This is an optimization exercise on Yosys and OpenROAD, whose aim is small area, not a production implementation. In this exercise RTL edits were held to simulation tests only and were not proved equivalent to the original.

===== flow/run.sh =====
#!/bin/bash
# synth_recipe.tcl (not shown) runs the flow's synth.tcl, then flattens the netlist and writes it again
# the make line also repeats each setting of config.mk as NAME=value (left out here)
make -C /OpenROAD-flow-scripts/flow DESIGN_CONFIG=/design/flow/config.mk WORK_HOME=/design/flow/orfs CLKGATE_MAP_FILE= SYNTH_SCRIPT=/design/flow/synth_recipe.tcl finish

===== flow/config.mk =====
export PLATFORM = sky130hd
export DESIGN_NAME = wrsp_bank_top
export DESIGN_NICKNAME = wrsp_bank_top
export VERILOG_FILES = /design/flow/design.v
export SDC_FILE = /design/flow/constraint.sdc
export NUM_CORES = 8
export LEC_CHECK = 0
export CAP_MARGIN = 20
export CORE_MARGIN = 2
export CORE_UTILIZATION = 20
export PLACE_DENSITY = 0.35
export SLEW_MARGIN = 20

===== flow/constraint.sdc =====
create_clock -name core_clock -period 9.0 [get_ports {clk_i}]
set_input_delay 1.8000 -clock core_clock [delete_from_list [all_inputs] [get_ports {clk_i}]]
set_output_delay 1.8000 -clock core_clock [all_outputs]
set_load 0.01 [all_outputs]

===== flow/design.v =====
`timescale 1ns/1ps
package wrsp_bank_pkg;
  localparam int MsgWidth = 32;
  localparam int IdWidth = 4;
  localparam int NumIds = 2 ** IdWidth;
  localparam int Capacity = 64;
  localparam int AddrWidth = $clog2(Capacity);
  typedef logic [MsgWidth-1:0] msg_t;
  typedef logic [IdWidth-1:0] id_t;
  typedef logic [AddrWidth-1:0] slot_addr_t;
  typedef logic [Capacity-1:0] slot_mask_t;
  typedef logic [AddrWidth:0] count_t;
endpackage
`timescale 1ns/1ps
module wrsp_slot_allocator (
  input  logic                     clk_i,
  input  logic                     rst_ni,
  input  logic                     take_i,
  output wrsp_bank_pkg::slot_addr_t take_addr_o,
  input  logic                     give_back_i,
  input  wrsp_bank_pkg::slot_addr_t give_back_addr_i,
  output logic                     res_valid_o,
  output wrsp_bank_pkg::slot_mask_t address_released_onehot_o
);
  localparam int Capacity = wrsp_bank_pkg::Capacity;
  wrsp_bank_pkg::slot_mask_t occ_q;
  wrsp_bank_pkg::slot_mask_t occ_d;
  wrsp_bank_pkg::slot_addr_t free_addr;
  always_comb begin
    free_addr = '0;
    for (int i = Capacity - 1; i >= 0; i--) begin
      if (!occ_q[i]) begin
        free_addr = wrsp_bank_pkg::slot_addr_t'(i);
      end
    end
  end
  assign take_addr_o = free_addr;
  assign res_valid_o = ~&occ_q;
  always_comb begin
    occ_d = occ_q;
    if (take_i) begin
      occ_d[take_addr_o] = 1'b1;
    end
    if (give_back_i) begin
      occ_d[give_back_addr_i] = 1'b0;
    end
  end
  always_ff @(posedge clk_i or negedge rst_ni) begin
    if (!rst_ni) begin
      occ_q <= '0;
    end else begin
      occ_q <= occ_d;
    end
  end
  always_comb begin
    address_released_onehot_o = '0;
    if (give_back_i) begin
      address_released_onehot_o[give_back_addr_i] = 1'b1;
    end
  end
endmodule
`timescale 1ns/1ps
module wrsp_list_ctrl (
  input  logic                      clk_i,
  input  logic                      rst_ni,
  input  logic                      res_ready_i,
  input  logic                      res_valid_i,
  input  wrsp_bank_pkg::id_t        res_id_i,
  input  wrsp_bank_pkg::msg_t       data_i,
  input  logic                      in_valid_i,
  output logic                      in_ready_o,
  input  wrsp_bank_pkg::slot_mask_t release_en_i,
  input  logic                      accept_i,
  output logic                      take_o,
  input  wrsp_bank_pkg::slot_addr_t take_addr_i,
  output logic                      wr_en_o,
  output wrsp_bank_pkg::slot_addr_t wr_addr_o,
  output wrsp_bank_pkg::msg_t       wr_data_o,
  output logic                      rd_en_o,
  output wrsp_bank_pkg::slot_addr_t rd_addr_o
);
  localparam int IdWidth  = wrsp_bank_pkg::IdWidth;
  localparam int NumIds   = wrsp_bank_pkg::NumIds;
  localparam int Capacity = wrsp_bank_pkg::Capacity;
  wrsp_bank_pkg::slot_addr_t head_a [NumIds];
  wrsp_bank_pkg::slot_addr_t fill_a [NumIds];
  wrsp_bank_pkg::slot_addr_t tail_a [NumIds];
  logic [NumIds-1:0] listed;
  logic [NumIds-1:0] unfilled_nz;
  logic [NumIds-1:0] eligible;
  wrsp_bank_pkg::slot_addr_t next_q [Capacity];
  wrsp_bank_pkg::id_t in_id;
  wrsp_bank_pkg::id_t sel_id;
  logic sel_valid;
  logic take;
  logic wr_en;
  logic rd_en;
  assign in_id = data_i[IdWidth-1:0];
  assign take   = res_valid_i && res_ready_i;
  assign take_o = take;
  assign in_ready_o = in_valid_i && unfilled_nz[in_id];
  assign wr_en      = in_ready_o;
  assign wr_en_o    = wr_en;
  assign wr_addr_o  = fill_a[in_id];
  assign wr_data_o  = data_i;
  always_comb begin
    sel_valid = 1'b0;
    sel_id    = '0;
    for (int i = NumIds - 1; i >= 0; i--) begin
      if (eligible[i]) begin
        sel_valid = 1'b1;
        sel_id    = wrsp_bank_pkg::id_t'(i);
      end
    end
  end
  assign rd_en     = sel_valid && accept_i;
  assign rd_en_o   = rd_en;
  assign rd_addr_o = head_a[sel_id];
  always_ff @(posedge clk_i) begin
    if (take && listed[res_id_i]) begin
      next_q[tail_a[res_id_i]] <= take_addr_i;
    end
  end
  for (genvar g = 0; g < NumIds; g++) begin : g_id
    wrsp_bank_pkg::slot_addr_t head_q;
    wrsp_bank_pkg::slot_addr_t fill_q;
    wrsp_bank_pkg::slot_addr_t tail_q;
    wrsp_bank_pkg::count_t     unfilled_q;
    wrsp_bank_pkg::count_t     filled_q;
    wrsp_bank_pkg::count_t     total;
    logic       do_res;
    logic       do_fill;
    logic       do_rel;
    assign do_res  = take && (res_id_i == wrsp_bank_pkg::id_t'(g));
    assign do_fill = wr_en && (in_id == wrsp_bank_pkg::id_t'(g));
    assign do_rel  = rd_en && (sel_id == wrsp_bank_pkg::id_t'(g));
    assign total   = unfilled_q + filled_q;
    assign head_a[g]      = head_q;
    assign fill_a[g]      = fill_q;
    assign tail_a[g]      = tail_q;
    assign listed[g]      = (total != '0);
    assign unfilled_nz[g] = (unfilled_q != '0);
    assign eligible[g]    = (filled_q != '0) && release_en_i[head_q];
    always_ff @(posedge clk_i or negedge rst_ni) begin
      if (!rst_ni) begin
        head_q     <= '0;
        fill_q     <= '0;
        tail_q     <= '0;
        unfilled_q <= '0;
        filled_q   <= '0;
      end else begin
        if (do_res) begin
          tail_q <= take_addr_i;
        end
        if (do_res && total == '0) begin
          head_q <= take_addr_i;
        end else if (do_rel) begin
          head_q <= (do_res && total == wrsp_bank_pkg::count_t'(1)) ? take_addr_i : next_q[head_q];
        end
        if (do_res && (unfilled_q == '0 || (do_fill && unfilled_q == wrsp_bank_pkg::count_t'(1)))) begin
          fill_q <= take_addr_i;
        end else if (do_fill) begin
          fill_q <= next_q[fill_q];
        end
        unfilled_q <= unfilled_q + wrsp_bank_pkg::count_t'(do_res) - wrsp_bank_pkg::count_t'(do_fill);
        filled_q   <= filled_q + wrsp_bank_pkg::count_t'(do_fill) - wrsp_bank_pkg::count_t'(do_rel);
      end
    end
  end
endmodule
`timescale 1ns/1ps
module wrsp_msg_ram (
  input  logic                      clk_i,
  input  logic                      wr_en_i,
  input  wrsp_bank_pkg::slot_addr_t wr_addr_i,
  input  wrsp_bank_pkg::msg_t       wr_data_i,
  input  logic                      rd_en_i,
  input  wrsp_bank_pkg::slot_addr_t rd_addr_i,
  output wrsp_bank_pkg::msg_t       rd_data_o
);
  localparam int Capacity = wrsp_bank_pkg::Capacity;
  wrsp_bank_pkg::msg_t mem_q [Capacity];
  wrsp_bank_pkg::msg_t rd_data_q;
  always_ff @(posedge clk_i) begin
    if (wr_en_i) begin
      mem_q[wr_addr_i] <= wr_data_i;
    end
  end
  always_ff @(posedge clk_i) begin
    if (rd_en_i) begin
      rd_data_q <= mem_q[rd_addr_i];
    end
  end
  assign rd_data_o = rd_data_q;
endmodule
`timescale 1ns/1ps
module wrsp_out_stage (
  input  logic                      clk_i,
  input  logic                      rst_ni,
  input  logic                      rd_en_i,
  input  wrsp_bank_pkg::slot_addr_t rd_addr_i,
  input  wrsp_bank_pkg::msg_t       rd_data_i,
  input  logic                      out_ready_i,
  output logic                      out_valid_o,
  output wrsp_bank_pkg::msg_t       data_o,
  output logic                      accept_o,
  output logic                      give_back_o,
  output wrsp_bank_pkg::slot_addr_t give_back_addr_o
);
  logic                      rd_pend_q;
  wrsp_bank_pkg::slot_addr_t rd_slot_q;
  logic                      hold_valid_q;
  wrsp_bank_pkg::msg_t       hold_data_q;
  wrsp_bank_pkg::slot_addr_t hold_slot_q;
  logic                      taken;
  assign out_valid_o = rd_pend_q || hold_valid_q;
  assign data_o      = hold_valid_q ? hold_data_q : rd_data_i;
  assign taken       = out_valid_o && out_ready_i;
  assign accept_o    = !out_valid_o || out_ready_i;
  assign give_back_o      = taken;
  assign give_back_addr_o = hold_valid_q ? hold_slot_q : rd_slot_q;
  always_ff @(posedge clk_i or negedge rst_ni) begin
    if (!rst_ni) begin
      rd_pend_q    <= 1'b0;
      hold_valid_q <= 1'b0;
    end else begin
      rd_pend_q    <= rd_en_i;
      hold_valid_q <= out_valid_o && !out_ready_i;
    end
  end
  always_ff @(posedge clk_i) begin
    if (rd_en_i) begin
      rd_slot_q <= rd_addr_i;
    end
    if (rd_pend_q && !out_ready_i) begin
      hold_data_q <= rd_data_i;
      hold_slot_q <= rd_slot_q;
    end
  end
endmodule
`timescale 1ns/1ps
module wrsp_bank_top (
  input  logic                      clk_i,
  input  logic                      rst_ni,
  input  wrsp_bank_pkg::id_t        reservation_request_id_i,
  output wrsp_bank_pkg::slot_addr_t new_reserved_address_o,
  input  logic                      reservation_request_ready_i,
  output logic                      reservation_request_valid_o,
  input  wrsp_bank_pkg::msg_t       data_i,
  output wrsp_bank_pkg::msg_t       data_o,
  input  wrsp_bank_pkg::slot_mask_t release_en_i,
  output wrsp_bank_pkg::slot_mask_t address_released_onehot_o,
  input  logic                      in_valid_i,
  output logic                      in_ready_o,
  input  logic                      out_ready_i,
  output logic                      out_valid_o
);
  logic                      take;
  wrsp_bank_pkg::slot_addr_t take_addr;
  logic                      give_back;
  wrsp_bank_pkg::slot_addr_t give_back_addr;
  logic                      wr_en;
  wrsp_bank_pkg::slot_addr_t wr_addr;
  wrsp_bank_pkg::msg_t       wr_data;
  logic                      rd_en;
  wrsp_bank_pkg::slot_addr_t rd_addr;
  wrsp_bank_pkg::msg_t       rd_data;
  logic accept;
  assign new_reserved_address_o = take_addr;
  wrsp_slot_allocator u_slot_allocator (
    .clk_i                     (clk_i),
    .rst_ni                    (rst_ni),
    .take_i                    (take),
    .take_addr_o               (take_addr),
    .give_back_i               (give_back),
    .give_back_addr_i          (give_back_addr),
    .res_valid_o               (reservation_request_valid_o),
    .address_released_onehot_o (address_released_onehot_o)
  );
  wrsp_list_ctrl u_list_ctrl (
    .clk_i        (clk_i),
    .rst_ni       (rst_ni),
    .res_ready_i  (reservation_request_ready_i),
    .res_valid_i  (reservation_request_valid_o),
    .res_id_i     (reservation_request_id_i),
    .data_i       (data_i),
    .in_valid_i   (in_valid_i),
    .in_ready_o   (in_ready_o),
    .release_en_i (release_en_i),
    .accept_i     (accept),
    .take_o       (take),
    .take_addr_i  (take_addr),
    .wr_en_o      (wr_en),
    .wr_addr_o    (wr_addr),
    .wr_data_o    (wr_data),
    .rd_en_o      (rd_en),
    .rd_addr_o    (rd_addr)
  );
  wrsp_msg_ram u_msg_ram (
    .clk_i     (clk_i),
    .wr_en_i   (wr_en),
    .wr_addr_i (wr_addr),
    .wr_data_i (wr_data),
    .rd_en_i   (rd_en),
    .rd_addr_i (rd_addr),
    .rd_data_o (rd_data)
  );
  wrsp_out_stage u_out_stage (
    .clk_i            (clk_i),
    .rst_ni           (rst_ni),
    .rd_en_i          (rd_en),
    .rd_addr_i        (rd_addr),
    .rd_data_i        (rd_data),
    .out_ready_i      (out_ready_i),
    .out_valid_o      (out_valid_o),
    .data_o           (data_o),
    .accept_o         (accept),
    .give_back_o      (give_back),
    .give_back_addr_o (give_back_addr)
  );
endmodule

==> results.txt <==
worst min-delay path: cells and delay by family (launching register included):
kind             cells  cell delay, ns
AND/OR/NAND/NOR      1            0.04
flip-flops           1            0.34
AO/OA/AOI/OAI        1            0.06
synthesized netlist by cell type (103+ instances only):
| master | number | area share [%] |
|---|---|---|
| a21oi_1 | 660 | 1.4 |
| a22oi_1 | 103 | 0.32 |
| a31oi_1 | 149 | 0.38 |
| buf_1 | 479 | 0.74 |
| buf_2 | 237 | 0.49 |
| clkbuf_1 | 2065 | 3.2 |
| dfrtp_1 | 578 | 5.9 |
| edfxtp_1 | 2508 | 31 |
| ha_1 | 389 | 2.0 |
| inv_1 | 552 | 0.85 |
| mux2_2 | 103 | 0.48 |
| mux2i_1 | 483 | 2.0 |
| mux4_2 | 4248 | 39 |
| nand2_1 | 1846 | 2.8 |
| nand3_1 | 823 | 1.7 |
| nor2_1 | 653 | 1.0 |
| o21ai_0 | 322 | 0.66 |
| o22ai_1 | 125 | 0.32 |
| xnor2_1 | 192 | 0.69 |
worst max path at each step:
stage                           from                                    endpoint  cells after the start
floorplan            release_en_i[1]  u_list_ctrl.g_id[14].filled_q[6]$_DFF_PN0_                     24
global placement    release_en_i[18]  u_list_ctrl.g_id[14].filled_q[6]$_DFF_PN0_                     26
detailed placement  release_en_i[18]  u_list_ctrl.g_id[14].filled_q[6]$_DFF_PN0_                     26
CTS                 release_en_i[22]  u_list_ctrl.g_id[14].filled_q[6]$_DFF_PN0_                     26
global route        release_en_i[18]  u_list_ctrl.g_id[14].filled_q[6]$_DFF_PN0_                     26
finish              release_en_i[18]  u_list_ctrl.g_id[14].filled_q[6]$_DFF_PN0_                     26
placed cells by master, fill, tap and decap left out, drive strengths merged, types with 52 or more instances in the layout:
master	n
xor2	99
a22oi	103
nand2	1847
o21bai	59
mux2	103
clkinv	139
mux4	4248
mux2i	483
a21o	76
diode	176
nor2	654
o211ai	101
nand3	823
and3	91
o22ai	125
clkdlybuf4s50	172
edfxtp	2508
inv	574
nor3	83
ha	389
xnor2	192
clkbuf	468
buf	1348
a31oi	149
o21ai	329
nand4	94
a32oi	52
dfrtp	578
and2	58
a21oi	660
nor2b	67
layer usage:
metal  wire (um)  track usage [%]  part of all wire (%)
met5        1030            0.367                 0.070
met4      119000             15.7                   8.1
met3      158000             7.55                    11
met2      636000             34.3                    43
met1      549000             28.4                    38
final cells by class:
class                   instances  area share (%)
repair buffers               1520            4.88
well taps                   16100            7.19
inverters                     569           0.777
clock buffers                 468            3.58
flip-flops and latches       3086            32.2
clock inverters               186           0.607
diodes                        176           0.157
multi-input cells           11500            50.6
sequential cells by signal, summed over array words and instances, names as in the netlist:
name / count
u_slot_allocator.occ_q: 64
u_out_stage.hold_data_q: 32
u_list_ctrl.g_id.head_q: 96
u_out_stage.rd_slot_q: 6
u_list_ctrl.g_id.unfilled_q: 112
u_list_ctrl.g_id.tail_q: 96
u_list_ctrl.g_id.filled_q: 112
u_msg_ram.mem_q: 2048
u_out_stage.hold_slot_q: 6
u_list_ctrl.g_id.fill_q: 96
u_out_stage.rd_pend_q: 1
u_list_ctrl.next_q: 384
u_msg_ram.rd_data_q: 32
u_out_stage.hold_valid_q: 1
cell families after synthesis:
group | after synthesis | synth area share [%]
and+or+nand+nor | 3928 | 7.16
xor gates and xnor gates | 291 | 1.05
AOI/OAI and AO/OA | 2029 | 5.34
adders and majority gates | 437 | 2.40
buffers and inverters | 3367 | 5.35
muxes | 4834 | 41.8
DFF | 3086 | 36.9
==> impl_metrics.py <==
metrics = {
    "outcome": {
        "outcome": "complete, no violations",
    },
    "worst_setup_path": {
        "slowest_stage": "nor3_1",
        "worstSetupEndpointType": "flip-flop",
        "cp_common_cell": "inv_1",
        "crit_buf_inv": 7,
        "r2r-start": "u_list_ctrl.g_id[7].head_q[2]$_DFFE_PN0P_",
        "cp.required_ns": 9.89,
        "max_stage_delay_ns": 0.94,
        "path_class": "in2reg",
        "rr_worst_depth": 25,
        "r2r_setup_slack_ns": 0.89,
        "worstSetupStartpointType": "primary input",
        "worstPathMaxFanout": 16,
        "arrival_ns": 9.51,
        "cp_top_family": "simple AND/OR/NAND/NOR gates",
        "r2r-end": "u_list_ctrl.g_id[14].filled_q[6]$_DFF_PN0_",
    },
    "cts": {
        "postCtsSetupRepairBufs": 0,
        "htreeDepth": 5,
        "cts_inserted_buffers": 374,
        "clock_path_buffers": 5,
        "post_cts_resized": 0,
        "cts_tree": "yes",
        "clk_latency_ns": 1.10,
        "clock-sinks": 3086,
        "cts_hold_buffers": 0,
        "clockRootBuffer": "clkbuf_16",
        "clk_pin_slew_ns": 0.06,
    },
    "placement": {
        "routabilityCongestion": 0.934,
        "dp_hpwl_mm": 908,
        "dp_cells": 32800,
        "postPlaceCellArea_um2": 268000,
        "pre_cts_slack_ns": -0.225,
        "port_buffers": 209,
    },
    "logic_synthesis": {
        "synth_ff_type": "edfxtp_1",
        "syn_avg_cell_area_um2": 13.5,
        "synth.net_count": 18500,
        "ys_async_sr_fraction_pct": 18.7,
        "synth-edff-count": 2508,
        "synthCells": 18000,
        "ys_seq_area_share_pct": 36.9,
        "synth.distinct_cells": 93,
        "yosysWarnings": 7,
        "ys_seq_elements": 3086,
        "synth_area_um2": 243000,
    },
    "sta": {
        "min_period_ns": 8.62,
        "hold_violations": 0,
        "setup_tns_ns": 0,
        "post-route-period-util_pct": 95.8,
        "worst_pin_slew_ns": 1.32,
        "hold_ws_ns": 0.477,
        "grt_setup_unrepaired": "no",
        "skew_ns": 0.109,
        "maxSlewViolCount": 0,
        "fin_ws_ns": 0.381,
        "setup_viol": 0,
        "slew-limit-headroom_pct": 12.0,
        "max_freq_mhz": 116,
    },
    "floorplanning": {
        "die_h_mm": 1.11,
        "fp.dieArea_um2": 1230000,
        "ios": 210,
        "dieWidth_mm": 1.11,
        "start_util_pct": 20.0,
        "placementRows": 405,
        "core_area_um2": 1210000,
    },
    "routing": {
        "drtPass1Iterations": 8,
        "drtIter0Drc": 29400,
        "avgViaCountPerCell": 5.77,
        "drc": 0,
        "wl_per_cell_um": 43.6,
        "dr_total_vias": 194000,
        "wl_mm": 1460,
        "antenna_left": 0,
    },
    "hold_path": {
        "hold_depth": 2,
        "hp-start": "u_list_ctrl.g_id[11].tail_q[1]$_DFFE_PN0P_",
        "holdCritPathClass": "reg2reg",
        "min_to": "u_list_ctrl.g_id[11].tail_q[1]$_DFFE_PN0P_",
    },
    "final_layout": {
        "drive_gt1_share_pct": 37.9,
        "layout.nets": 17600,
        "syn_to_final_growth_pct": 15.0,
        "final_cell_area_um2": 280000,
        "register_area_um2": 90200,
        "nFillCells": 127000,
        "multiInputGateArea_um2": 142000,
        "postLayoutCoreUtil_pct": 23.0,
        "fin_cells": 33600,
    },
    "global_routing": {
        "grt_pass1_wl_mm": 1910,
        "grt_usage_pct": 23.1,
        "grt_pass1_vias": 184000,
        "grt.overflow.total": 0,
        "grt_antenna_before_repair": 156,
        "grt_max_degree": 119,
    },
    "job": {
        "cap_violations": 0,
    },
}

[re-timing with driven ports]
How much do the figures lean on ideal ports? The routed layout below was timed once more, with nothing changed but the port constraints.
Step 1 sets driving cells, clkbuf_16 on the clock port and buf_2 on the other inputs (assumed; they add their load-dependent delay and slew).
Step 2 also shifts input and output timing later by t, the mid clock arrival at the registers, as if the neighbouring blocks saw the same clock.
Slacks: ideal / step 1 / step 2; pairs: ideal / step 1.
t (ns): 1.208
setup slack, ns: 0.381 / 0.515 / -0.693
hold slack, ns: 0.477 / 0.477 / 0.477
worst setup path after step 2: input to register
worst slew at a driven data input, ns: 0.29
With both steps, setup timing fails in this run, where it was met with ideal ports. The setup slack of this run moves by +0.134 ns with the drivers and by -1.074 ns with both steps.
